From an optimization exercise on the open Yosys and OpenROAD flow, aimed at small area; shortcuts taken in it are not production practice.
Function was checked by simulation only, so behaviour that the tests miss may differ from the original.

--- config.mk ---
export PLATFORM = sky130hd
export DESIGN_NAME = clefia_ks_gfn12
export DESIGN_NICKNAME = clefia_ks_gfn12
export VERILOG_FILES = /design/flow/design.v
export SDC_FILE = /design/flow/constraint.sdc
export NUM_CORES = 4
export LEC_CHECK = 0
export CAP_MARGIN = 20
export CORE_MARGIN = 2
export CORE_UTILIZATION = 60
export CTS_BUF_LIST = sky130_fd_sc_hd__clkbuf_4 sky130_fd_sc_hd__clkbuf_8
export CTS_CLUSTER_DIAMETER = 100
export CTS_CLUSTER_SIZE = 14
export GPL_TIMING_DRIVEN = 0
export SLEW_MARGIN = 20
--- constraint.sdc ---
create_clock -name core_clock -period 8.0 [get_ports {clk}]
set_input_delay 1.6000 -clock core_clock [delete_from_list [all_inputs] [get_ports {clk}]]
set_output_delay 1.6000 -clock core_clock [all_outputs]
set_load 0.01 [all_outputs]
--- design.v ---
module clefia_gfn4_round
(
    input  logic [127:0] t_i,
    input  logic [31:0]  rk0_i,
    input  logic [31:0]  rk1_i,
    output logic [127:0] t_c_o
);
    localparam logic [63:0] SS0 = 64'he6ca872fb14059d3;
    localparam logic [63:0] SS1 = 64'h640d2ba39cef8751;
    localparam logic [63:0] SS2 = 64'hb85ea64cf72310d9;
    localparam logic [63:0] SS3 = 64'ha26d345e0789bfc1;
    function automatic logic [3:0] gf4_x2(input logic [3:0] a);
        gf4_x2 = {a[2:0], 1'b0} ^ (a[3] ? 4'h3 : 4'h0);
    endfunction
    function automatic logic [7:0] sbox0(input logic [7:0] x);
        logic [3:0] t0, t1, u0, u1;
        logic [3:0] i0, i1, i2, i3;
        i0 = ~x[7:4];
        i1 = ~x[3:0];
        t0 = SS0[4*i0 +: 4];
        t1 = SS1[4*i1 +: 4];
        u0 = t0 ^ gf4_x2(t1);
        u1 = gf4_x2(t0) ^ t1;
        i2 = ~u0;
        i3 = ~u1;
        sbox0 = {SS2[4*i2 +: 4], SS3[4*i3 +: 4]};
    endfunction
    logic [31:0] t0, t1, t2, t3;
    logic [31:0] x0, x2;       
    logic [31:0] y0, y2;       
    logic [31:0] f0, f2;       
    assign {t0, t1, t2, t3} = t_i;
    assign x0 = rk0_i ^ t0;
    assign x2 = rk1_i ^ t2;
    assign y0[31:24] = sbox0(x0[31:24]);
    clefia_s1 u_s1_01 (.x(x0[23:16]), .y(y0[23:16]));
    assign y0[15:8] = sbox0(x0[15:8]);
    clefia_s1 u_s1_03 (.x(x0[7:0]), .y(y0[7:0]));
    clefia_m0 u_m0 (.y(y0), .f(f0));
    clefia_s1 u_s1_10 (.x(x2[31:24]), .y(y2[31:24]));
    assign y2[23:16] = sbox0(x2[23:16]);
    clefia_s1 u_s1_12 (.x(x2[15:8]), .y(y2[15:8]));
    assign y2[7:0] = sbox0(x2[7:0]);
    clefia_m1 u_m1 (.y(y2), .f(f2));
    assign t_c_o = {t1 ^ f0, t2, t3 ^ f2, t0};
endmodule
module clefia_s1 (input logic [7:0] x, output logic [7:0] y);
    logic T1, T2, T3, T4, T6, T8, T9, T10, T13, T14, T15, T16, T17, T19, T20, T22, T23, T24, T25, T26, T27, U7;
    logic a0, a1, a2, a3, a4, a5, a6, a7, a8, a9, a10, a11, a12, a13, a14, a15, a16, a17, a18, a19, a20, a21, a22, a23;
    logic M1, M2, M3, M4, M5, M6, M7, M8, M9, M10, M11, M12, M13, M14, M15, M16, M17, M18, M19, M20, M21, M22, M23, M24, M25, M26, M27, M28, M29, M30, M31, M32, M33, M34, M35, M36, M37, M38, M39, M40, M41, M42, M43, M44, M45, M46, M47, M48, M49, M50, M51, M52, M53, M54, M55, M56, M57, M58, M59, M60, M61, M62, M63;
    logic b0, b1, b2, b3, b4, b5, b6, b7, b8, b9, b10, b11, b12, b13, b14, b15, b16, b17, b18, b19, b20, b21, b22, b23, b24, b25, b26, b27, b28;
    assign a0 = x[2] ^ x[3];
    assign a1 = x[1] ^ x[4];
    assign a2 = x[6] ^ x[7];
    assign a3 = x[0] ^ a0;
    assign a4 = x[0] ^ x[1];
    assign a5 = x[5] ^ a2;
    assign a6 = x[0] ^ x[4];
    assign a7 = a0 ^ a1;
    assign a8 = x[3] ^ a1;
    assign a9 = x[5] ^ x[7];
    assign a10 = x[1] ^ a0;
    assign a11 = x[5] ^ x[6];
    assign a12 = x[3] ^ x[7];
    assign a13 = a2 ^ a8;
    assign a14 = a2 ^ a7;
    assign a15 = a1 ^ a9;
    assign a16 = x[0] ^ a1;
    assign a17 = a0 ^ a11;
    assign a18 = a5 ^ a10;
    assign a19 = x[7] ^ a0;
    assign a20 = a6 ^ a12;
    assign a21 = x[1] ^ a3;
    assign a22 = a3 ^ a11;
    assign a23 = x[5] ^ a8;
    assign T1 = a1;
    assign T2 = ~a6;
    assign T3 = a10;
    assign T4 = ~a4;
    assign T6 = a13;
    assign T8 = x[2];
    assign T9 = ~a19;
    assign T10 = ~a12;
    assign T13 = ~a3;
    assign T14 = a9;
    assign T15 = a15;
    assign T16 = ~a5;
    assign T17 = a17;
    assign T19 = a16;
    assign T20 = x[0];
    assign T22 = a21;
    assign T23 = ~a7;
    assign T24 = a20;
    assign T25 = a22;
    assign T26 = ~a18;
    assign T27 = ~a23;
    assign U7 = a14;
    assign M1 = T13 & T6;
    assign M2 = T23 & T8;
    assign M3 = T14 ^ M1;
    assign M4 = T19 & U7;
    assign M5 = M4 ^ M1;
    assign M6 = T3 & T16;
    assign M7 = T22 & T9;
    assign M8 = T26 ^ M6;
    assign M9 = T20 & T17;
    assign M10 = M9 ^ M6;
    assign M11 = T1 & T15;
    assign M12 = T4 & T27;
    assign M13 = M12 ^ M11;
    assign M14 = T2 & T10;
    assign M15 = M14 ^ M11;
    assign M16 = M3 ^ M2;
    assign M17 = M5 ^ T24;
    assign M18 = M8 ^ M7;
    assign M19 = M10 ^ M15;
    assign M20 = M16 ^ M13;
    assign M21 = M17 ^ M15;
    assign M22 = M18 ^ M13;
    assign M23 = M19 ^ T25;
    assign M24 = M22 ^ M23;
    assign M25 = M22 & M20;
    assign M26 = M21 ^ M25;
    assign M27 = M20 ^ M21;
    assign M28 = M23 ^ M25;
    assign M29 = M28 & M27;
    assign M30 = M26 & M24;
    assign M31 = M20 & M23;
    assign M32 = M27 & M31;
    assign M33 = M27 ^ M25;
    assign M34 = M21 & M22;
    assign M35 = M24 & M34;
    assign M36 = M24 ^ M25;
    assign M37 = M21 ^ M29;
    assign M38 = M32 ^ M33;
    assign M39 = M23 ^ M30;
    assign M40 = M35 ^ M36;
    assign M41 = M38 ^ M40;
    assign M42 = M37 ^ M39;
    assign M43 = M37 ^ M38;
    assign M44 = M39 ^ M40;
    assign M45 = M42 ^ M41;
    assign M46 = M44 & T6;
    assign M47 = M40 & T8;
    assign M48 = M39 & U7;
    assign M49 = M43 & T16;
    assign M50 = M38 & T9;
    assign M51 = M37 & T17;
    assign M52 = M42 & T15;
    assign M53 = M45 & T27;
    assign M54 = M41 & T10;
    assign M55 = M44 & T13;
    assign M56 = M40 & T23;
    assign M57 = M39 & T19;
    assign M58 = M43 & T3;
    assign M59 = M38 & T22;
    assign M60 = M37 & T20;
    assign M61 = M42 & T1;
    assign M62 = M45 & T4;
    assign M63 = M41 & T2;
    assign b0 = M59 ^ M63;
    assign b1 = M60 ^ b0;
    assign b2 = M53 ^ b1;
    assign b3 = M50 ^ b2;
    assign b4 = M58 ^ M62;
    assign b5 = M49 ^ M52;
    assign b6 = M55 ^ M56;
    assign b7 = M61 ^ b6;
    assign b8 = M48 ^ M54;
    assign b9 = M59 ^ M61;
    assign b10 = b4 ^ b9;
    assign b11 = M51 ^ M54;
    assign b12 = M47 ^ b8;
    assign b13 = M62 ^ b2;
    assign b14 = M46 ^ M49;
    assign b15 = b8 ^ b14;
    assign b16 = M57 ^ b4;
    assign b17 = b7 ^ b15;
    assign b18 = M62 ^ b1;
    assign b19 = b12 ^ b13;
    assign b20 = b5 ^ b11;
    assign b21 = M55 ^ b0;
    assign b22 = b10 ^ b20;
    assign b23 = M62 ^ b5;
    assign b24 = b5 ^ b7;
    assign b25 = b3 ^ b24;
    assign b26 = b3 ^ b17;
    assign b27 = b16 ^ b21;
    assign b28 = b3 ^ b23;
    assign y[0] = ~b18;
    assign y[1] = b10;
    assign y[2] = b26;
    assign y[3] = ~b25;
    assign y[4] = b27;
    assign y[5] = ~b19;
    assign y[6] = ~b22;
    assign y[7] = b28;
endmodule
module clefia_m0 (input logic [31:0] y, output logic [31:0] f);
    logic m0, m1, m2, m3, m4, m5, m6, m7, m8, m9, m10, m11, m12, m13, m14, m15, m16, m17, m18, m19, m20, m21, m22, m23, m24, m25, m26, m27, m28, m29, m30, m31, m32, m33, m34, m35, m36, m37, m38, m39, m40, m41, m42, m43, m44, m45, m46, m47, m48, m49, m50, m51, m52, m53, m54, m55, m56, m57, m58, m59, m60, m61, m62, m63, m64, m65, m66, m67, m68, m69, m70, m71, m72, m73, m74, m75, m76, m77, m78, m79, m80, m81, m82, m83, m84, m85, m86, m87, m88, m89, m90, m91, m92, m93, m94, m95, m96, m97, m98, m99, m100, m101, m102, m103, m104, m105, m106, m107, m108, m109, m110, m111, m112, m113, m114, m115, m116, m117, m118, m119, m120, m121, m122, m123, m124, m125, m126, m127, m128;
    assign m0 = y[22] ^ y[30];
    assign m1 = y[6] ^ y[14];
    assign m2 = y[7] ^ y[31];
    assign m3 = y[15] ^ y[31];
    assign m4 = y[23] ^ m0;
    assign m5 = y[23] ^ m1;
    assign m6 = y[23] ^ y[31];
    assign m7 = y[7] ^ y[15];
    assign m8 = y[1] ^ y[17];
    assign m9 = y[6] ^ y[13];
    assign m10 = m1 ^ m3;
    assign m11 = y[4] ^ y[12];
    assign m12 = y[10] ^ y[15];
    assign m13 = y[9] ^ y[25];
    assign m14 = y[5] ^ y[28];
    assign m15 = y[5] ^ y[30];
    assign m16 = y[19] ^ y[27];
    assign m17 = y[2] ^ m0;
    assign m18 = y[7] ^ y[8];
    assign m19 = y[4] ^ y[11];
    assign m20 = y[21] ^ y[29];
    assign m21 = y[0] ^ y[16];
    assign m22 = y[3] ^ y[19];
    assign m23 = m6 ^ m16;
    assign m24 = m1 ^ m2;
    assign m25 = y[15] ^ y[27];
    assign m26 = y[3] ^ m7;
    assign m27 = y[8] ^ y[24];
    assign m28 = y[7] ^ y[24];
    assign m29 = y[20] ^ y[29];
    assign m30 = y[1] ^ y[9];
    assign m31 = y[24] ^ m13;
    assign m32 = m0 ^ m3;
    assign m33 = y[8] ^ y[18];
    assign m34 = y[9] ^ m21;
    assign m35 = y[2] ^ y[10];
    assign m36 = y[13] ^ y[23];
    assign m37 = y[12] ^ y[21];
    assign m38 = y[3] ^ y[17];
    assign m39 = m5 ^ m28;
    assign m40 = y[16] ^ m31;
    assign m41 = y[13] ^ y[22];
    assign m42 = y[25] ^ y[26];
    assign m43 = m9 ^ m29;
    assign m44 = m12 ^ m42;
    assign m45 = y[14] ^ m20;
    assign m46 = y[20] ^ y[21];
    assign m47 = y[7] ^ y[30];
    assign m48 = y[4] ^ y[13];
    assign m49 = y[25] ^ m7;
    assign m50 = y[22] ^ m20;
    assign m51 = y[12] ^ y[26];
    assign m52 = y[5] ^ m9;
    assign m53 = y[16] ^ m10;
    assign m54 = y[6] ^ y[15];
    assign m55 = y[1] ^ m27;
    assign m56 = y[22] ^ y[31];
    assign m57 = y[17] ^ m27;
    assign m58 = m52 ^ m56;
    assign m59 = m6 ^ m55;
    assign m60 = y[11] ^ y[27];
    assign m61 = m38 ^ m44;
    assign m62 = y[10] ^ y[26];
    assign m63 = y[19] ^ m30;
    assign m64 = y[20] ^ m60;
    assign m65 = y[18] ^ m51;
    assign m66 = y[12] ^ m14;
    assign m67 = y[14] ^ m15;
    assign m68 = m35 ^ m64;
    assign m69 = m11 ^ m15;
    assign m70 = y[26] ^ m25;
    assign m71 = y[14] ^ m46;
    assign m72 = m62 ^ m63;
    assign m73 = m36 ^ m67;
    assign m74 = y[18] ^ m25;
    assign m75 = m4 ^ m18;
    assign m76 = m24 ^ m72;
    assign m77 = y[28] ^ m43;
    assign m78 = y[2] ^ m30;
    assign m79 = y[11] ^ y[28];
    assign m80 = y[10] ^ y[16];
    assign m81 = y[0] ^ m32;
    assign m82 = m23 ^ m66;
    assign m83 = m2 ^ m22;
    assign m84 = m50 ^ m54;
    assign m85 = m0 ^ m65;
    assign m86 = y[28] ^ m12;
    assign m87 = m74 ^ m78;
    assign m88 = m3 ^ m40;
    assign m89 = m21 ^ m49;
    assign m90 = m14 ^ m71;
    assign m91 = y[29] ^ m41;
    assign m92 = y[2] ^ m86;
    assign m93 = y[20] ^ m48;
    assign m94 = y[11] ^ y[25];
    assign m95 = m45 ^ m47;
    assign m96 = m8 ^ m80;
    assign m97 = m24 ^ m68;
    assign m98 = m23 ^ m93;
    assign m99 = m83 ^ m85;
    assign m100 = m22 ^ m92;
    assign m101 = m11 ^ m91;
    assign m102 = y[0] ^ m13;
    assign m103 = y[17] ^ m94;
    assign m104 = y[21] ^ m69;
    assign m105 = m6 ^ m34;
    assign m106 = m5 ^ m100;
    assign m107 = m33 ^ m102;
    assign m108 = m17 ^ m88;
    assign m109 = y[18] ^ m70;
    assign m110 = m4 ^ m61;
    assign m111 = m19 ^ m29;
    assign m112 = m37 ^ m79;
    assign m113 = m7 ^ m57;
    assign m114 = m10 ^ m107;
    assign m115 = m19 ^ m109;
    assign m116 = m26 ^ m112;
    assign m117 = m28 ^ m96;
    assign m118 = m4 ^ m117;
    assign m119 = m26 ^ m111;
    assign m120 = y[18] ^ m103;
    assign m121 = m4 ^ m115;
    assign m122 = m2 ^ m120;
    assign m123 = y[0] ^ y[26];
    assign m124 = m5 ^ m87;
    assign m125 = m8 ^ m123;
    assign m126 = m18 ^ m125;
    assign m127 = m17 ^ m122;
    assign m128 = m5 ^ m126;
    assign f[0] = m81;
    assign f[1] = m59;
    assign f[2] = m108;
    assign f[3] = m110;
    assign f[4] = m121;
    assign f[5] = m82;
    assign f[6] = m77;
    assign f[7] = m95;
    assign f[8] = m75;
    assign f[9] = m105;
    assign f[10] = m118;
    assign f[11] = m127;
    assign f[12] = m99;
    assign f[13] = m98;
    assign f[14] = m90;
    assign f[15] = m84;
    assign f[16] = m53;
    assign f[17] = m113;
    assign f[18] = m114;
    assign f[19] = m76;
    assign f[20] = m97;
    assign f[21] = m116;
    assign f[22] = m101;
    assign f[23] = m73;
    assign f[24] = m39;
    assign f[25] = m89;
    assign f[26] = m128;
    assign f[27] = m124;
    assign f[28] = m106;
    assign f[29] = m119;
    assign f[30] = m104;
    assign f[31] = m58;
endmodule
module clefia_m1 (input logic [31:0] y, output logic [31:0] f);
    logic m0, m1, m2, m3, m4, m5, m6, m7, m8, m9, m10, m11, m12, m13, m14, m15, m16, m17, m18, m19, m20, m21, m22, m23, m24, m25, m26, m27, m28, m29, m30, m31, m32, m33, m34, m35, m36, m37, m38, m39, m40, m41, m42, m43, m44, m45, m46, m47, m48, m49, m50, m51, m52, m53, m54, m55, m56, m57, m58, m59, m60, m61, m62, m63, m64, m65, m66, m67, m68, m69, m70, m71, m72, m73, m74, m75, m76, m77, m78, m79, m80, m81, m82, m83, m84, m85, m86, m87, m88, m89, m90, m91, m92, m93, m94, m95, m96, m97, m98, m99, m100, m101, m102, m103, m104, m105, m106, m107, m108, m109, m110, m111, m112, m113, m114, m115, m116, m117, m118, m119, m120, m121, m122, m123, m124, m125, m126;
    assign m0 = y[5] ^ y[21];
    assign m1 = y[13] ^ y[29];
    assign m2 = y[6] ^ y[22];
    assign m3 = y[14] ^ y[30];
    assign m4 = m0 ^ m2;
    assign m5 = y[18] ^ y[23];
    assign m6 = y[2] ^ y[7];
    assign m7 = y[10] ^ y[15];
    assign m8 = y[11] ^ y[31];
    assign m9 = m1 ^ m3;
    assign m10 = y[19] ^ y[23];
    assign m11 = y[15] ^ y[27];
    assign m12 = y[26] ^ y[31];
    assign m13 = y[3] ^ y[7];
    assign m14 = y[7] ^ y[31];
    assign m15 = y[15] ^ y[23];
    assign m16 = y[8] ^ y[24];
    assign m17 = y[1] ^ y[9];
    assign m18 = y[0] ^ m4;
    assign m19 = y[17] ^ m14;
    assign m20 = m3 ^ m12;
    assign m21 = y[5] ^ y[13];
    assign m22 = y[21] ^ y[29];
    assign m23 = m10 ^ m13;
    assign m24 = m2 ^ m5;
    assign m25 = y[17] ^ m15;
    assign m26 = y[12] ^ y[28];
    assign m27 = y[0] ^ y[8];
    assign m28 = y[16] ^ y[24];
    assign m29 = y[22] ^ y[30];
    assign m30 = y[9] ^ y[25];
    assign m31 = y[16] ^ m18;
    assign m32 = y[6] ^ y[14];
    assign m33 = y[4] ^ y[20];
    assign m34 = m8 ^ m11;
    assign m35 = y[23] ^ y[31];
    assign m36 = y[7] ^ y[15];
    assign m37 = m6 ^ m24;
    assign m38 = y[1] ^ m4;
    assign m39 = m6 ^ m31;
    assign m40 = y[8] ^ m35;
    assign m41 = y[0] ^ m1;
    assign m42 = y[30] ^ m23;
    assign m43 = m0 ^ m15;
    assign m44 = y[11] ^ y[28];
    assign m45 = m5 ^ m31;
    assign m46 = y[17] ^ m3;
    assign m47 = y[26] ^ m17;
    assign m48 = m35 ^ m41;
    assign m49 = y[14] ^ m23;
    assign m50 = m1 ^ m14;
    assign m51 = m26 ^ m32;
    assign m52 = y[7] ^ m29;
    assign m53 = y[22] ^ m21;
    assign m54 = y[20] ^ m13;
    assign m55 = m5 ^ m16;
    assign m56 = y[5] ^ y[20];
    assign m57 = y[13] ^ m37;
    assign m58 = y[25] ^ m27;
    assign m59 = y[12] ^ y[19];
    assign m60 = m22 ^ m49;
    assign m61 = y[25] ^ m0;
    assign m62 = y[16] ^ m1;
    assign m63 = y[31] ^ m32;
    assign m64 = m6 ^ m16;
    assign m65 = m7 ^ m39;
    assign m66 = y[12] ^ y[29];
    assign m67 = m43 ^ m47;
    assign m68 = m21 ^ m42;
    assign m69 = y[28] ^ m57;
    assign m70 = y[19] ^ m64;
    assign m71 = y[6] ^ m22;
    assign m72 = y[23] ^ m51;
    assign m73 = y[15] ^ m29;
    assign m74 = m2 ^ m28;
    assign m75 = y[24] ^ m36;
    assign m76 = y[10] ^ m61;
    assign m77 = m0 ^ m75;
    assign m78 = m33 ^ m73;
    assign m79 = m8 ^ m45;
    assign m80 = m27 ^ m46;
    assign m81 = m34 ^ m71;
    assign m82 = y[4] ^ y[21];
    assign m83 = y[9] ^ m74;
    assign m84 = y[27] ^ m38;
    assign m85 = y[4] ^ m66;
    assign m86 = m30 ^ m54;
    assign m87 = m59 ^ m84;
    assign m88 = m37 ^ m85;
    assign m89 = m19 ^ m87;
    assign m90 = m26 ^ m52;
    assign m91 = m33 ^ m63;
    assign m92 = m36 ^ m62;
    assign m93 = m19 ^ m76;
    assign m94 = m8 ^ m86;
    assign m95 = y[28] ^ m56;
    assign m96 = m34 ^ m53;
    assign m97 = m7 ^ m70;
    assign m98 = m9 ^ m94;
    assign m99 = m3 ^ m28;
    assign m100 = y[12] ^ m82;
    assign m101 = y[26] ^ m79;
    assign m102 = y[3] ^ m55;
    assign m103 = y[3] ^ m38;
    assign m104 = m12 ^ m102;
    assign m105 = y[18] ^ m17;
    assign m106 = m2 ^ m58;
    assign m107 = y[27] ^ m65;
    assign m108 = y[20] ^ m69;
    assign m109 = m9 ^ m104;
    assign m110 = m7 ^ m95;
    assign m111 = y[1] ^ m99;
    assign m112 = m44 ^ m103;
    assign m113 = m9 ^ m97;
    assign m114 = y[2] ^ y[25];
    assign m115 = m20 ^ m110;
    assign m116 = m50 ^ m105;
    assign m117 = m0 ^ m40;
    assign m118 = m7 ^ m100;
    assign m119 = m25 ^ m112;
    assign m120 = y[4] ^ m10;
    assign m121 = m1 ^ m114;
    assign m122 = m30 ^ m120;
    assign m123 = m11 ^ m122;
    assign m124 = m20 ^ m118;
    assign m125 = m9 ^ m123;
    assign m126 = m25 ^ m121;
    assign f[0] = m48;
    assign f[1] = m111;
    assign f[2] = m126;
    assign f[3] = m109;
    assign f[4] = m125;
    assign f[5] = m115;
    assign f[6] = m81;
    assign f[7] = m90;
    assign f[8] = m117;
    assign f[9] = m83;
    assign f[10] = m93;
    assign f[11] = m101;
    assign f[12] = m89;
    assign f[13] = m108;
    assign f[14] = m60;
    assign f[15] = m78;
    assign f[16] = m92;
    assign f[17] = m80;
    assign f[18] = m116;
    assign f[19] = m113;
    assign f[20] = m98;
    assign f[21] = m124;
    assign f[22] = m96;
    assign f[23] = m72;
    assign f[24] = m77;
    assign f[25] = m106;
    assign f[26] = m67;
    assign f[27] = m107;
    assign f[28] = m119;
    assign f[29] = m88;
    assign f[30] = m68;
    assign f[31] = m91;
endmodule
module clefia_ks_gfn12
(
    input  logic               clk,
    input  logic               rst,
    input  logic               start,
    input  logic [127:0]       key,
    output logic [3:0]         Round,
    input  logic [63:0]        CON,
    output logic               busy,
    output logic               done,
    output logic [127:0]       L
);
    logic [127:0] t_q;
    logic [127:0] t_rnd;
    logic [3:0]   round_q;
    logic [127:0] l_q;
    logic         done_q;
    logic         run_c, last_c;
    assign run_c  = |round_q;
    assign last_c = round_q[3] & round_q[2];
    clefia_gfn4_round u_round (
        .t_i    (t_q),
        .rk0_i  (CON[63:32]),
        .rk1_i  (CON[31:0]),
        .t_c_o  (t_rnd)
    );
    always_ff @(posedge clk) begin
        t_q <= run_c ? t_rnd : key;
    end
    always_ff @(posedge clk) begin
        if (rst) begin
            round_q <= 4'd0;
            done_q  <= 1'b0;
            l_q     <= '0;
        end else begin
            done_q <= last_c;
            if (last_c)
                round_q <= 4'd0;
            else if (run_c)
                round_q <= round_q + 4'd1;
            else if (start && !done_q)
                round_q <= 4'd1;
            if (last_c)
                l_q <= {t_rnd[31:0], t_rnd[127:32]};
        end
    end
    assign Round = round_q;
    assign busy  = run_c;
    assign done  = done_q;
    assign L     = l_q;
endmodule
--- flow/run.sh ---
#!/bin/bash
# Layout flow: the standard flow (standard.sh) with
#  - synthesis by flow/synth.tcl: the standard synthesis with an area-oriented
#    final ABC mapping (registers unchanged),
#  - minimum-size buffers (buf_1) on the ports.
# make's full output goes to layout.log here; ORFS's per-step logs stay under orfs/logs.
set -euo pipefail
W=$(pwd)
F=$W/flow
bash standard.sh SYNTH_SCRIPT=$F/synth.tcl \
  "BUFFER_PORTS_ARGS=-buffer_cell sky130_fd_sc_hd__buf_1" \
  finish > $W/layout.log 2>&1
--- flow/area.abc ---
strash; dch -f; amap -m; topo
--- flow/synth.tcl ---
# The standard synthesis script (synth_recipe.tcl) with one change: the final
# ABC technology mapping uses flow/area.abc, an area-oriented script, in place
# of ORFS's speed script. Everything before it (and so every register, its name
# and its cell type) is the standard synthesis.
set area_abc_script [file join [file dirname [file normalize [info script]]] area.abc]
proc synth {args} { yosys synth -nofsm -noshare {*}$args }
proc abc {args} {
  set i [lsearch -exact $args -script]
  if { $i >= 0 } { set args [lreplace $args $i [expr {$i + 1}] -script $::area_abc_script] }
  yosys abc {*}$args
}
source $::env(SCRIPTS_DIR)/synth.tcl
# left out here: clear keep_hierarchy, flatten, clean up, hide names made inside functions, write 1_2_yosys.v
--- standard.sh ---
#!/bin/bash
# synth_recipe.tcl (not shown) runs the flow's synth.tcl, then flattens the netlist and writes it again
# the make line also repeats each setting of config.mk as NAME=value (left out here)
make -C /OpenROAD-flow-scripts/flow DESIGN_CONFIG=/design/flow/config.mk WORK_HOME=/design/flow/orfs CLKGATE_MAP_FILE= SYNTH_SCRIPT=/design/flow/synth_recipe.tcl "${@:-finish}"
==> impl_metrics.csv, run 1 <==
group,metric,value,unit
critical_path,cp.arrival,8.13,ns
timing,final-hold-violation-count,0,
timing,finalCritPeriodShare,95.8,%
timing,setup_viol,0,
critical_path,end_kind,"register",
placement,dp_hpwl,46.1,mm
yosys,yosysSeqAreaShare,30.4,%
placement,placed_area,19100,sq um
yosys,yosysWarnings,2,
clocking,cts_tree,"built",
yosys,synth_nets,2977,
layout,fillerInstances,2374,
drt,drt_wl_total,59.8,mm
drt,vias_per_cell,5.91,
floorplan,rows,61,
outcome,status,"no timing/DRC/antenna violations",
critical_path,reg2reg_setup_slack,0.95,ns
yosys,ys_ff_latch,261,
timing,tightest_slew,1.01,ns
layout,syn2layout_area_growth,20.6,%
clocking,cts_buffers,22,
critical_path,worstSetupPathDepth,40,
critical_path,critPathKind,"in2reg",
layout,drive_above_1_share,8.70,%
timing,timing.fmax,131,MHz
timing,drv_slew,0,
drt,drc,0,
drt,drtIter0Drc,1807,
global_routing,grt_max_degree,71,
floorplan,fp.dieH,173,um
floorplan,fp.dieW,173,um
yosys,ys_types,29,
critical_path,crit_top_cell,"nor2_1",
min_path,whs_path_depth,2,
yosys,netlist_instances,2709,
placement,port-buffer-count,328,
critical_path,crit_path_top_delay_cell,"a222oi_1",
drt,dr.pass1.iters,8,
min_path,hold_path_class,"reg2reg",
yosys,netlist_area,17200,sq um
clocking,clk_pin_slew,0.11,ns
global_routing,grt_pass1_wl,91.2,mm
clocking,root_buffer,"clkbuf_8",
clocking,insertion_delay,0.59,ns
clocking,cts.sinks,261,
critical_path,required,8.47,ns
layout,multi_input_area,11500,sq um
layout,mostFrequentLayoutCell,"nor2_1",
layout,final_cell_mix,"532 x nor2_1, 344 x clkinv_1, 328 x buf_1, 315 x a21oi_1, 313 x nand2_1",
critical_path,cp_top_family,"compound AO/OA/AOI/OAI gates",
layout,fin_area,20700,sq um
floorplan,die_area,30000,sq um
timing,relSlewSlack,32.4,%
timing,clock_skew,0.0206,ns
drt,via_count,20600,
global_routing,grt_pass1_vias,18200,
critical_path,rr_worst_depth,34,
timing,layout_min_cycle_time,7.66,ns
critical_path,critPathMaxStageDelay,0.41,ns
job,maxCapViolations,0,
placement,place.gp.congestion,0.973,
global_routing,grt_remaining_overflow,0,
layout,regArea,5230,sq um
drt,drtAntennaViolNets,0,
layout,final_nets,3371,
drt,avgRoutedWirePerCell,17.1,um
yosys,syn_area_per_cell,6.34,sq um
critical_path,cp-start-kind,"primary input",
critical_path,path_buf_inv,11,
floorplan,initial_utilization,61.4,%
critical_path,path_max_fanout,5,
layout,final_util,74.0,%
global_routing,antenna_found_initial,1,
floorplan,io_pins,329,
floorplan,core_area,28000,sq um
clocking,clock_path_buffers,3,
clocking,ctsHtreeMaxLevel,1,
timing,final.setup.tns,0,ns
global_routing,grtUsageTotal,37.0,%
[layer usage]
| layer | up-vias | track usage, % | wire length [um] |
|---|---|---|---|
| li1 | 10200 | - | - |
| met1 | 9279 | 46.1 | 23500 |
| met3 | 209 | 4.56 | 4750 |
| met4 | 0 | 17.4 | 3450 |
| met2 | 918 | 63.9 | 28100 |
| met5 | - | 0 | 0 |
[registers in the layout (all words and copies together) (netlist names)]
signal   count
l_q        128
t_q        128
round_q      4
done_q       1
[repair_timing]
item / CTS / global route
setup buffers: 5 / 29
hold endpoints to repair: 0 / 0
gates resized for setup: 96 / 170
setup endpoints to repair: 109 / 120
hold buffers: 0 / 0
pin swaps: 6 / 11
[per-stage QoR]
stage	hold WS (ns)	instances	setup WS (ns)
global placement	0.432	3415	-2.32
finish	0.459	3485	0.339
CTS	0.460	3454	0.00197
global route	0.486	3484	-0.0611
floorplan	0.439	2709	0.0143
detailed placement	0.440	3423	-2.20
[final cells by class]
type,instances,share of cell area [%]
antenna,2,0.0242
clock buffer,26,1.70
inverter,383,7.07
multi-input combinational,2065,55.6
sequential,261,25.2
tap,378,2.28
timing repair buffer,370,8.09
[final timing paths]
kind	startpoint	end
worst min-delay path	l_q[54]	l_q[54]
worst min register to register	l_q[54]	l_q[54]
worst max register to register	t_q[112]	l_q[69]
worst max-delay path	CON[31]	l_q[21]
[synth_stat cells]
master     instances  share of area, %
xnor2_1           19              0.97
a21oi_1          404                12
o21ai_0          331               9.6
nand2_1          313               6.8
a21boi_0           1             0.044
a221oi_1           2              0.10
a32oi_1            5              0.25
a222oi_1           2              0.12
a22oi_1            9              0.39
o21a_1             6              0.26
xor2_1            18              0.92
nor3_1             5              0.15
nor2_1           539                12
nand3_1            2             0.058
ha_1              73               5.3
a21o_1             2             0.087
or2_0              6              0.22
a22o_1             1             0.051
o32ai_1           21               1.1
o221ai_1           1             0.051
clkinv_1         383               8.4
o21bai_1           1             0.044
a31oi_1            4              0.15
a2111oi_0          1             0.051
dfxtp_1          261                30
a211oi_1           1             0.044
nor2b_1           11              0.40
o22ai_1          285                10
o31a_1             2              0.10
[logic make-up after synthesis]
logic type | Yosys count | share of synthesized area [%]
DFF | 261 | 30.4
and+or+nand+nor | 876 | 19.4
xor gates and xnor gates | 37 | 1.89
buffers and inverters | 383 | 8.37
AOI/OAI and AO/OA | 1079 | 34.6
adders and majority gates | 73 | 5.31
[worst register-to-register path: cells and delay by family, from the launching register on]
family	cells	cell delay (ns)
adder cells (fa/ha/maj)	1	0.22
XOR/XNOR	2	0.50
buffers and inverters	5	0.94
flip-flops	1	0.33
AO/OA/AOI/OAI	17	3.97
AND/OR/NAND/NOR	9	0.96
==> run 2: changes to the inputs <==
==> flow/area.abc (replaced) <==
strash; dch -f; map -a; topo
==> run 2 against run 1 <==
Die area rose by 4.5%; clock skew rose by 0.0026 ns; routed wire length fell by 4.9%; via count fell by 17%; fmax rose by 1.3%; count of clock-buffer cells in the layout fell by 2; largest cell class unchanged; highest routed layer is now met5.
==> impl_metrics.csv, run 2 <==
group,metric,value,unit
outcome,status,"no timing/DRC/antenna violations",
yosys,synth_area_leader_cell,"dfxtp_1",
drt,drc,0,
timing,tightest_slew,1.05,ns
clocking,root_buffer,"clkbuf_8",
floorplan,io_pins,329,
min_path,whs_path_depth,2,
clocking,cts_buffers,22,
global_routing,antenna_found_initial,3,
floorplan,fp.dieW,177,um
critical_path,rr_worst_depth,31,
clocking,cts.sinks,261,
clocking,clock_path_buffers,3,
timing,layout_min_cycle_time,7.56,ns
floorplan,fp.dieH,177,um
yosys,ys_ff_latch,261,
yosys,netlist_instances,2473,
critical_path,required,8.46,ns
global_routing,grt_remaining_overflow,0,
critical_path,path_max_fanout,5,
critical_path,end_kind,"register",
drt,drtAntennaViolNets,0,
layout,drive_above_1_share,4.80,%
timing,finalCritPeriodShare,94.6,%
yosys,synth_edf_count,0,
clocking,insertion_delay,0.58,ns
clocking,ctsHtreeMaxLevel,1,
yosys,yosys.cell_count.top_type,"nand2_1",
critical_path,crit_path_top_delay_cell,"xor2_1",
critical_path,critPathKind,"in2reg",
yosys,yosysSeqAreaShare,29.1,%
floorplan,initial_utilization,60.8,%
layout,final_cell_mix,"561 x nand2_1, 388 x xor2_1, 328 x buf_1, 268 x clkinv_1, 261 x dfxtp_1",
yosys,netlist_area,18000,sq um
floorplan,rows,63,
floorplan,die_area,31400,sq um
timing,final-hold-violation-count,0,
drt,via_count,17200,
drt,vias_per_cell,5.32,
floorplan,core_area,29600,sq um
yosys,synth_async_sr_flop_share,0,%
drt,drt_wl_total,56.8,mm
placement,dp_hpwl,46.4,mm
layout,top_regs,"l_q: 128 flops, t_q: 128 flops, round_q: 4 flops",
drt,dr.pass1.iters,6,
layout,fillerInstances,2657,
yosys,yosys-top-cells-count,"564 x nand2_1, 397 x xor2_1, 270 x clkinv_1, 261 x dfxtp_1, 248 x o21ai_0",
yosys,ys.flop_type,"dfxtp_1",
clocking,cts-hold-fix-buffers,0,
min_path,whs_endpoint,"l_q[106]",
critical_path,reg2reg_setup_slack,1.19,ns
critical_path,timing.rr.start,"t_q[113]",
yosys,synth_nets,2741,
yosys,syn_area_per_cell,7.27,sq um
global_routing,grtUsageTotal,35.1,%
placement,port-buffer-count,328,
global_routing,grt_pass1_vias,16200,
timing,rsz0062_at_grt,"true",
yosys,yosysWarnings,2,
layout,final_nets,3102,
global_routing,grt_pass1_wl,86.2,mm
clocking,cts_tree,"built",
layout,syn2layout_area_growth,13.4,%
job,maxCapViolations,0,
min_path,min_from,"l_q[106]",
yosys,synthTopCellsByArea,"dfxtp_1 29%, xor2_1 19%, nand2_1 12%",
placement,place.gp.congestion,0.953,
timing,setup_viol,0,
layout,mostFrequentLayoutCell,"nand2_1",
clocking,clk_pin_slew,0.09,ns
critical_path,r2r_end,"l_q[77]",
critical_path,cp.arrival,8.02,ns
yosys,ys_types,24,
timing,drv_slew,0,
yosys,synth.top_cell.area_share,29.1,%
timing,clock_skew,0.0232,ns
timing,relSlewSlack,28.9,%
critical_path,critPathMaxStageDelay,0.39,ns
layout,final_util,69.0,%
drt,avgRoutedWirePerCell,17.6,um
drt,drtIter0Drc,1287,
critical_path,cp-start-kind,"primary input",
critical_path,crit_top_cell,"nand2_1",
timing,whs,0.461,ns
global_routing,grt_max_degree,86,
min_path,hold_path_class,"reg2reg",
timing,timing.fmax,132,MHz
==> run 2: worst max-delay path by stage <==
stage | start | endpoint | slack [ns] | depth (start not counted)
floorplan | CON[49] | l_q[68] | 0.78 | 34
global placement | round_q[2] | round_q[0] | -2.54 | 6
global route | CON[49] | t_q[123] | -0.06 | 32
finish | CON[49] | l_q[77] | 0.44 | 32
detailed placement | CON[49] | l_q[72] | -0.47 | 35
CTS | CON[49] | l_q[72] | 0.11 | 35
==> run 2: timing repair <==
item / CTS / global route
buffers inserted: 0 / 1
resized for setup: 0 / 17
endpoints found under the setup margin: 0 / 24
==> run 2: cell type report <==
| type | count | area, sq um | area share (%) |
|---|---|---|---|
| inverter | 270 | 1020 | 5.00 |
| tap | 390 | 488 | 2.39 |
| timing repair buffer | 337 | 1430 | 7.01 |
| antenna | 1 | 2.50 | 0.0123 |
| multi-input combinational | 1942 | 11900 | 58.3 |
| clock buffer | 24 | 330 | 1.62 |
| clock inverter | 1 | 5.00 | 0.0245 |
| sequential | 261 | 5230 | 25.6 |
==> run 2: through the flow <==
step	setup slack, ns	TNS, ns	cells	area (sq um)
after floorplan	0.776	0	2473	18000
after global placement	-2.54	-196.67	3191	19700
after detailed placement	-0.467	-5.12	3199	19900
after CTS	0.109	0	3224	20300
after global routing	-0.0588	-0.280	3225	20400
final	0.435	0	3226	20400
==> run 2: cell families after synthesis <==
family                     after synthesis  share of synthesized area, %
and+or+nand+nor                        879                          19.9
xor gates and xnor gates               584                          28.4
AOI/OAI and AO/OA                      406                          11.9
buffers and inverters                  270                          5.64
DFF                                    261                          29.1
adders and majority gates               73                          5.08
==> run 2: critical path: cells and delay by family <==
family | cells | cell delay (ns)
xor gates and xnor gates | 10 | 2.90
and+or+nand+nor | 14 | 2.51
buffers and inverters | 6 | 0.70
AOI/OAI and AO/OA | 2 | 0.31
==> run 2: layer usage <==
| layer | global-route usage (%) | share of wire, % | routed length, um |
|---|---|---|---|
| met1 | 46.1 | 43 | 24300 |
| met2 | 58.1 | 45 | 25600 |
| met3 | 5.67 | 8.4 | 4750 |
| met4 | 12.6 | 3.8 | 2160 |
| met5 | 0 | 0.019 | 11 |
==> run 3: changes to the inputs <==
==> flow/area.abc (replaced) <==
strash; &get -n; &dch; &nf -a -R 1000; &put; topo
==> run 3 against run 2 <==
Global-route usage decreased by 1.1 points; die area decreased by 5.0%; core utilization increased by 0.60 points; fmax decreased by 0.80%; count of clock-buffer cells in the layout decreased by 1.
==> impl_metrics.csv, run 3 <==
group,metric,value,unit
min_path,hold_path_class,"reg2reg",
yosys,synth_nets,2304,
yosys,ys_ff_latch,261,
critical_path,rr_worst_depth,22,
timing,layout_min_cycle_time,7.63,ns
yosys,synth_compound_area_share,12.3,%
yosys,yosysWarnings,2,
floorplan,fp.dieH,173,um
timing,finalCritPeriodShare,95.3,%
floorplan,io_pins,329,
clocking,cts_setup_buffers,0,
yosys,synth-xor-area-share,36.1,%
timing,clock_skew,0.0226,ns
critical_path,reg2reg_setup_slack,1.06,ns
placement,place.gp.congestion,0.972,
clocking,insertion_delay,0.59,ns
yosys,synthSimpleGateAreaFrac,13.7,%
layout,drive_above_1_share,1.96,%
drt,via_count,15300,
layout,regArea,5230,sq um
drt,drt_wl_total,53.0,mm
global_routing,grt_remaining_overflow,0,
global_routing,grtUsageTotal,34.1,%
yosys,ys.flop_type,"dfxtp_1",
yosys,synth_area_leader_cell,"dfxtp_1",
min_path,min_from,"l_q[22]",
yosys,syn_area_per_cell,8.38,sq um
critical_path,cp.arrival,8.08,ns
critical_path,path_max_fanout,5,
drt,drtIter0Drc,1076,
yosys,synth.top_cell.area_share,30.6,%
yosys,synth_async_sr_flop_share,0,%
clocking,cts_buffers,22,
floorplan,die_area,29800,sq um
yosys,yosysSeqAreaShare,30.6,%
critical_path,end_kind,"register",
clocking,cts_resized,0,
clocking,clock_path_buffers,3,
yosys,ys_types,32,
critical_path,timing.rr.start,"t_q[57]",
yosys,synth_top_family_by_area,"XOR/XNOR gates",
timing,final-hold-violation-count,0,
job,maxCapViolations,0,
layout,multi_input_area,11700,sq um
layout,top_regs,"l_q: 128 flops, t_q: 128 flops, round_q: 4 flops",
yosys,synthTopCellsByArea,"dfxtp_1 31%, xnor2_1 25%, xor2_1 11%",
min_path,whs_endpoint,"l_q[22]",
floorplan,rows,61,
clocking,cts_tree,"built",
critical_path,r2r_end,"t_q[52]",
yosys,synth_edf_count,0,
yosys,muxShareOfSynthArea,0.748,%
global_routing,grt_pass1_vias,14500,
yosys,netlist_instances,2036,
timing,final.setup.tns,0,ns
floorplan,initial_utilization,61.2,%
drt,avgRoutedWirePerCell,19.1,um
timing,drv_slew,0,
floorplan,fp.dieW,173,um
yosys,netlist_area,17100,sq um
layout,final_cell_mix,"490 x xnor2_1, 335 x nand2_1, 328 x buf_1, 261 x dfxtp_1, 211 x nor2_1",
yosys,yosys.area_share.adder,5.35,%
clocking,cts.sinks,261,
timing,relSlewSlack,30.6,%
critical_path,critPathKind,"in2reg",
drt,dr.pass1.iters,5,
clocking,cts-hold-fix-buffers,0,
global_routing,grt_pass1_wl,80.5,mm
clocking,ctsHtreeMaxLevel,1,
global_routing,grt_max_degree,105,
timing,timing.fmax,131,MHz
placement,dp_hpwl,42.3,mm
floorplan,core_area,27900,sq um
min_path,whs_path_depth,2,
timing,tightest_slew,1.03,ns
clocking,root_buffer,"clkbuf_8",
layout,final_nets,2664,
global_routing,antenna_found_initial,4,
drt,drtAntennaViolNets,0,
layout,syn2layout_area_growth,13.6,%
layout,mostFrequentLayoutCell,"xnor2_1",
critical_path,required,8.45,ns
placement,port-buffer-count,328,
yosys,yosys.cell_count.top_type,"xnor2_1",
drt,vias_per_cell,5.50,
drt,drc,0,
yosys,yosys-top-cells-count,"495 x xnor2_1, 335 x nand2_1, 261 x dfxtp_1, 211 x nor2_1, 205 x xor2_1",
clocking,clk_pin_slew,0.09,ns
critical_path,cp-start-kind,"primary input",
layout,final_util,69.6,%
timing,setup_viol,0,
outcome,status,"no timing/DRC/antenna violations",
layout,fillerInstances,2462,
## run 3: metrics by stage
stage	setup WS, ns	cell area (sq um)	hold WS, ns	std cells
after floorplan	0.541	17100	0.447	2036
after global placement	-4.28	18800	0.432	2742
after detailed placement	-0.471	19000	0.440	2750
after CTS	0.101	19300	0.462	2774
after global routing	-0.00703	19400	0.492	2774
final	0.374	19400	0.459	2775
## run 3: per-layer routing
layer	track usage [%]	vias up	wire length, um
met2	54.7	654	23700
li1	-	7338	-
met1	47.8	7167	23500
met3	4.79	87	4310
met5	0	-	53
met4	9.69	8	1530
## run 3: worst max-delay path by stage
stage / startpoint / slack, ns / endpoint
after floorplan: round_q[0] / 0.54 / busy
after global placement: round_q[0] / -4.28 / busy
after detailed placement: CON[49] / -0.47 / l_q[72]
after CTS: CON[49] / 0.10 / t_q[107]
after global routing: CON[25] / -0.007 / t_q[52]
final: CON[25] / 0.37 / t_q[52]
## run 3: final cells by class
type / instances / share of cell area (%)
diodes: 1 / 0.0129
clock buffers: 23 / 1.63
clock inverters: 1 / 0.0387
inverters: 55 / 1.12
multi-input cells: 1720 / 60.3
flip-flops and latches: 261 / 27.0
well taps: 378 / 2.44
repair buffers: 336 / 7.45
## run 3: worst max-delay path, cell delays in order
cell     delay [ns]
buf_1          0.08
xor2_1         0.19
xnor2_1        0.55
xor2_1         0.30
xnor2_1        0.20
nor2_1         0.12
xnor2_1        0.23
xor3_1         0.53
nor2_1         0.23
xor2_1         0.17
nand2_1        0.07
o21ai_0        0.26
xor2_1         0.30
xnor2_1        0.14
nor2_1         0.34
xor2_1         0.36
xnor2_2        0.22
xnor2_1        0.52
xor2_1         0.50
xnor2_1        0.29
xnor2_1        0.42
xnor2_1        0.14
a21oi_1        0.30
## run 3: kinds of logic after synthesis
family,count (synthesis)
muxes,9
and+or+nand+nor,595
adders and majority gates,73
DFF,261
AOI/OAI and AO/OA,342
xor gates and xnor gates,701
buffers and inverters,55

## static timing again, ports no longer ideal
How much do the figures lean on ideal ports? The routed layouts below were timed once more, with nothing changed but the port constraints.
Step 1: set_driving_cell puts a clkbuf_16 on clk and a buf_2 on each other input, an assumption about the parent block.
Step 2 moves the port delays by t, midway between the first and last clock arrival at a register: inputs arrive t later, outputs are due t later. That takes back most of the time a late clock gives input paths.
Three values: ideal, step 1, step 2; two values: the first two.
run | t (ns) | setup slack, ns | hold slack, ns | worst setup path at the end | cell pins on the clock port's net
run 1 | 0.625 | 0.339 / 0.365 / -0.261 | 0.459 / 0.459 / 0.459 | input to register | 1
run 2 | 0.625 | 0.435 / 0.466 / -0.159 | 0.461 / 0.461 / 0.461 | input to register | 1
run 3 | 0.617 | 0.374 / 0.400 / -0.217 | 0.459 / 0.459 / 0.459 | input to register | 1
Met with ideal ports but missed after step 2: setup timing in every run listed. The setup slack of run 1, which loses most, moves by +0.026 ns with the drivers and by -0.600 ns with both steps.
